Context: an optimization exercise on an open-source flow, tuned for small area. The choices shown serve that exercise and are no tape-out recipe.
The RTL was checked by simulation tests, not by an equivalence proof against the original design.
Power and IR drop assume default switching activity.

v11:
==> flow/design.v <==
`timescale 1ns/10ps
package core_pkg;
    localparam int WORD_W    = 32;
    localparam int REG_IDX_W = 5;
    typedef logic [WORD_W-1:0]    word_t;
    typedef logic [REG_IDX_W-1:0] reg_idx_t;
    typedef logic [4:0]           opcode_t;
    typedef logic [4:0]           alu_op_t;
    localparam opcode_t OP_RTYPE = 5'd0;
    localparam opcode_t OP_J     = 5'd1;
    localparam opcode_t OP_BNE   = 5'd2;
    localparam opcode_t OP_ADDI  = 5'd5;
    localparam alu_op_t ALU_ADD = 5'd0;
    localparam alu_op_t ALU_SUB = 5'd1;
    localparam alu_op_t ALU_AND = 5'd2;
    localparam alu_op_t ALU_OR  = 5'd3;
    localparam int OPCODE_MSB = 31;
    localparam int OPCODE_LSB = 27;
    localparam int RD_MSB     = 26;
    localparam int RD_LSB     = 22;
    localparam int RS_MSB     = 21;
    localparam int RS_LSB     = 17;
    localparam int RT_MSB     = 16;
    localparam int RT_LSB     = 12;
    localparam int FUNC_MSB   = 6;
    localparam int FUNC_LSB   = 2;
    localparam int IMM_MSB    = 16;
    localparam int IMM_W      = 17;
    localparam int TARGET_MSB = 26;
    localparam word_t NOP_WORD = '0;
endpackage
`timescale 1ns/10ps
module pipe_core
#(
    parameter logic [31:0] RESET_PC = '0,
    parameter int    NUM_REGS = 32
) (
    input  logic        clock,
    input  logic        rst_n,
    output logic [31:0] imem_addr,
    input  logic [31:0] imem_data,
    output logic        wb_en,
    output logic [4:0]  wb_reg,
    output logic [31:0] wb_data
);
    localparam int NSLOT = 31;
    localparam logic [2:0] S_CLR = 3'd0;
    localparam logic [2:0] S_D   = 3'd1;
    localparam logic [2:0] S_C0  = 3'd2;
    localparam logic [2:0] S_C1  = 3'd3;
    localparam logic [2:0] S_W   = 3'd4;
    logic [2:0]  state;
    logic [4:0]  rot;           
    logic [4:0]  rot_n;
    logic [4:0]  pos;           
    logic [31:0] pc;
    logic [31:0] a;
    logic [31:0] slot [NSLOT];
    logic [4:0]  op, rd, rs, rt, func;
    logic [31:0] imm, target;
    assign op     = imem_data[31:27];
    assign rd     = imem_data[26:22];
    assign rs     = imem_data[21:17];
    assign rt     = imem_data[16:12];
    assign func   = imem_data[6:2];
    assign imm    = {{15{imem_data[16]}}, imem_data[16:0]};
    assign target = {5'b0, imem_data[26:0]};
    logic is_r, is_addi, is_bne, is_j;
    assign is_r    = (op == 5'd0);
    assign is_addi = (op == 5'd5);
    assign is_bne  = (op == 5'd2);
    assign is_j    = (op == 5'd1);
    logic [4:0] naddr;
    always_comb begin
        case (state)
            S_C0:    naddr = is_bne ? rd : rt;
            S_D:     naddr = rs;
            default: naddr = rd;
        endcase
    end
    assign rot_n = (rot == 5'd30) ? 5'd0 : rot + 5'd1;
    logic [5:0] psum;
    logic [4:0] pos_n;
    assign psum  = {1'b0, naddr} + {1'b0, rot_n};
    assign pos_n = (naddr == 5'd0) ? 5'd31 :
                   (psum >= 6'd31) ? 5'(psum - 6'd31) : psum[4:0];
    logic [31:0] port;
    always_comb begin
        port = '0;
        for (int s = 0; s < NSLOT; s++) begin
            if (pos == 5'(s)) port = port | slot[s];
        end
    end
    function automatic logic is_head(int s);
        is_head = (s == 0 || s == 5 || s == 10 || s == 15 || s == 19 || s == 23 || s == 27);
    endfunction
    logic at_head;
    always_comb begin
        at_head = 1'b0;
        for (int s = 0; s < NSLOT; s++)
            if (is_head(s) && pos == 5'((s + NSLOT - 1) % NSLOT)) at_head = 1'b1;
    end
    logic wr, done;
    assign wr   = (is_r || is_addi) && (rd != 5'd0);
    assign done = !wr || at_head;
    logic        in_w, in_c1, taken, sub, cin;
    logic        x_pc, x_a, y_imm, y_tgt, y_port;
    logic [31:0] x, y, sum, res;
    assign in_w   = (state == S_W);
    assign in_c1  = (state == S_C1);
    assign taken  = is_bne && (a != 32'd0);
    assign x_pc   = in_w && !is_j;
    assign x_a    = in_c1;
    assign y_imm  = in_w ? taken : (in_c1 && is_addi);
    assign y_tgt  = in_w && is_j;
    assign y_port = (state == S_C0) || (in_c1 && !is_addi);
    assign sub    = in_c1 && (is_bne || (is_r && func == 5'd1));
    assign cin    = x_pc || sub;
    assign x   = ({32{x_pc}} & pc) | ({32{x_a}} & a);
    assign y   = ({32{y_imm}} & imm) | ({32{y_tgt}} & target) | ({32{y_port}} & port);
    assign sum = x + (y ^ {32{sub}}) + {31'd0, cin};
    always_comb begin
        res = sum;
        if (in_c1 && is_r) begin
            case (func)
                5'd0, 5'd1: res = sum;
                5'd2:       res = x & y;
                5'd3:       res = x | y;
                default:    res = '0;
            endcase
        end
    end
    always_ff @(posedge clock or negedge rst_n) begin
        if (!rst_n) begin
            state <= S_CLR;
            rot   <= '0;
            pc    <= RESET_PC;
        end else begin
            rot <= rot_n;
            state <= state_n;
            if (in_w && done) pc <= sum;
        end
    end
    always_ff @(posedge clock) begin
        pos <= pos_n;
        if (state != S_D && state != S_W) a <= res;
    end
    logic wr_now;
    assign wr_now = in_w && wr;
    logic clr;
    assign clr = (state == S_CLR);
    logic [2:0] state_n;
    always_comb begin
        case (state)
            S_CLR:   state_n = (rot == 5'd6) ? S_D : S_CLR;
            S_D:     state_n = S_C0;
            S_C0:    state_n = S_C1;
            S_C1:    state_n = S_W;
            default: state_n = done ? S_D : S_W;
        endcase
    end
    logic [NSLOT-1:0] hw_d, hw, hw_n;
    always_comb begin
        for (int s = 0; s < NSLOT; s++)
            hw_d[s] = is_head(s) && ((state_n == S_CLR) ||
                      ((state_n == S_W) && wr && pos_n == 5'((s + NSLOT - 1) % NSLOT)));
    end
    always_ff @(posedge clock) begin
        for (int s = 0; s < NSLOT; s++) begin
            if (is_head(s)) begin
                hw[s]   <= hw_d[s];
                hw_n[s] <= !hw_d[s];
            end
        end
    end
    always_ff @(posedge clock) begin
        for (int s = 0; s < NSLOT; s++) begin
            if (is_head(s))
                slot[s] <= (a & {32{hw[s]}}) | (slot[(s + NSLOT - 1) % NSLOT] & {32{hw_n[s]}});
            else
                slot[s] <= slot[(s + NSLOT - 1) % NSLOT];
        end
    end
    assign imem_addr = pc;
    assign wb_en     = wr_now && at_head;
    assign wb_reg    = rd;
    assign wb_data   = a;
endmodule
Settings: LEC_CHECK=0, CAP_MARGIN=0, CELL_PAD_IN_SITES_DETAIL_PLACEMENT=1, CORE_MARGIN=2, CORE_UTILIZATION=55, CTS_BUF_LIST=sky130_fd_sc_hd__clkbuf_8, CTS_CLUSTER_DIAMETER=35, CTS_CLUSTER_SIZE=20, PLACE_DENSITY=0.65, SLEW_MARGIN=0; clock period 10.0 ns.
standard.sh (not shown) runs the stock make flow with config.mk's settings and CLKGATE_MAP_FILE= SYNTH_SCRIPT=/design/flow/synth_recipe.tcl, a recipe that flattens the netlist after the stock synthesis.
==> flow/flow/run.sh <==
#!/bin/bash
# Own flow: the standard layout (standard.sh) with two changes:
#  - synthesis maps the combinational logic with abc's area-oriented script
#    flow/area.abc instead of the delay-oriented one; registers come from the
#    same dfflibmap step as the standard synthesis, so their names and cell
#    types are unchanged
#  - port buffers are buf_1 instead of clkdlybuf4s50_1
# Each step's output goes to its own log file here.
set -euo pipefail
W=$(pwd)
{
  cat <<EOT
proc abc {args} {
  set i [lsearch -exact \$args -script]
  if {\$i >= 0} { lset args [expr {\$i + 1}] $W/flow/area.abc }
  yosys abc {*}\$args
}
EOT
  cat "$W/synth_recipe.tcl"
} > "$W/own_synth.tcl"
sed -e "s#SYNTH_SCRIPT=[^ ]*#SYNTH_SCRIPT=$W/own_synth.tcl 'BUFFER_PORTS_ARGS=-buffer_cell sky130_fd_sc_hd__buf_1'#" \
    "$W/standard.sh" > "$W/own_standard.sh"
bash "$W/own_standard.sh" synth > "$W/synth.log" 2>&1
bash "$W/own_standard.sh" > "$W/layout.log" 2>&1
==> flow/flow/area.abc <==
strash
ifraig
scorr
dc2
strash
&get -n
&st
&dch -f
&nf -a -R 1000
&st
&dch -f
&nf -a -R 1000
&put
topo
stime -c
v11 finished every stage and its layout cleared the timing, DRC and antenna checks.
The inputs of v21 differ from those of v11 as listed below.
diff --git a/flow/config.mk b/flow/config.mk
--- a/flow/config.mk
+++ b/flow/config.mk
@@ -12,4 +12,4 @@
 export CTS_BUF_LIST = sky130_fd_sc_hd__clkbuf_8
-export CTS_CLUSTER_DIAMETER = 35
-export CTS_CLUSTER_SIZE = 20
+export CTS_CLUSTER_DIAMETER = 85
+export CTS_CLUSTER_SIZE = 16
 export PLACE_DENSITY = 0.65
v21 completed end to end with timing, DRC and antenna clean.
Share of power burned in registers ends up higher on v21.
| utilization | v21 vs v11 | 3.2 points lower |
v21 against v11: met2 wire length now smaller, number of nets at the end of the flow now smaller, clock power now smaller, share of total power in combinational logic now larger.
Cell count: v21 lower than v11
Worst hold margin delta (v11 -> v21): insignificant
Compared with v11, v21 is the less power-hungry design.
| count of clock-buffer cells in the layout | lower: v21 |
Wire length of the first global-routing pass delta for v21 relative to v11: 3.7% lower
Input-level comparison between v22 and v21:
==> flow/config.mk <==
export PLATFORM = sky130hd
export DESIGN_NAME = pipe_core
export DESIGN_NICKNAME = pipe_core
export VERILOG_FILES = /design/flow/design.v
export SDC_FILE = /design/flow/constraint.sdc
export NUM_CORES = 4
export LEC_CHECK = 0
export CAP_MARGIN = 20
export CELL_PAD_IN_SITES_DETAIL_PLACEMENT = 1
export CORE_MARGIN = 2
export CORE_UTILIZATION = 45
export CTS_BUF_LIST = sky130_fd_sc_hd__clkbuf_8
export CTS_CLUSTER_DIAMETER = 50
export CTS_CLUSTER_SIZE = 16
export PLACE_DENSITY = 0.55
export SLEW_MARGIN = 20
==> run summary <==
- As far as depth of the critical timing path with buffers and inverters included goes, v22 and v21 are indistinguishable; the numbers are identical.
- Floorplan die width: v22 vs v21 up 26 um
- Cell area after layout: v22 vs v21 up 0.0015 mm^2
- Diff v21 -> v22: fraction of area in multi-input gates lost 1.1 points; clock latency reported for the late side of the worst-skew pair picked up an extra 0.03 ns; layout cell share with drive strength beyond 1 picked up an extra 3.1 points; layout buffer count excluding clock buffers picked up an extra 5.2%; number of detailed-route iterations in the first pass picked up an extra 1.
- [v22] sequential share of cell area fell 2.4 points relative to v21
- v21 ended up with sky130_fd_sc_hd__fa_1 as its slowest cell on the critical path; v22 ended up with sky130_fd_sc_hd__nor3_1.

-- what the ideal ports hide --
Ports are ideal in the flow. The routed layouts listed here were re-timed in OpenROAD.
Step 1 (the two cells are an assumption about what drives the block):
set clk [get_ports {clock}]
set_driving_cell -lib_cell sky130_fd_sc_hd__clkbuf_16 $clk
set_driving_cell -lib_cell sky130_fd_sc_hd__buf_2 [delete_from_list [all_inputs] $clk]
Step 2 adds t to the input delays and takes it off the output delays; t is the mean of the earliest and latest rising clock arrival at the registers after step 1. Input paths then give back, and output paths get back, about the clock's delay inside the block.
Three values: ideal ports, drivers, drivers and shift; two values: the first two.
| run | shift t [ns] | slack for setup (ns) | latest minus earliest clock arrival (ns) | slew at the worst register clock pin (ns) | pins driven straight from the clock port |
|---|---|---|---|---|---|
| v11 | 0.887 | 1.292 / 1.334 / 0.447 | 0.048 / 0.048 | 0.11 / 0.11 | 1 |
| v21 | 0.784 | 1.217 / 1.262 / 0.479 | 0.037 / 0.037 | 0.12 / 0.12 | 1 |
| v22 | 0.810 | 1.243 / 1.284 / 0.474 | 0.050 / 0.049 | 0.10 / 0.10 | 1 |
After both steps setup and hold are still met in every run listed. The setup slack of v11, which loses most, moves by +0.042 ns with the drivers and by -0.845 ns with both steps.
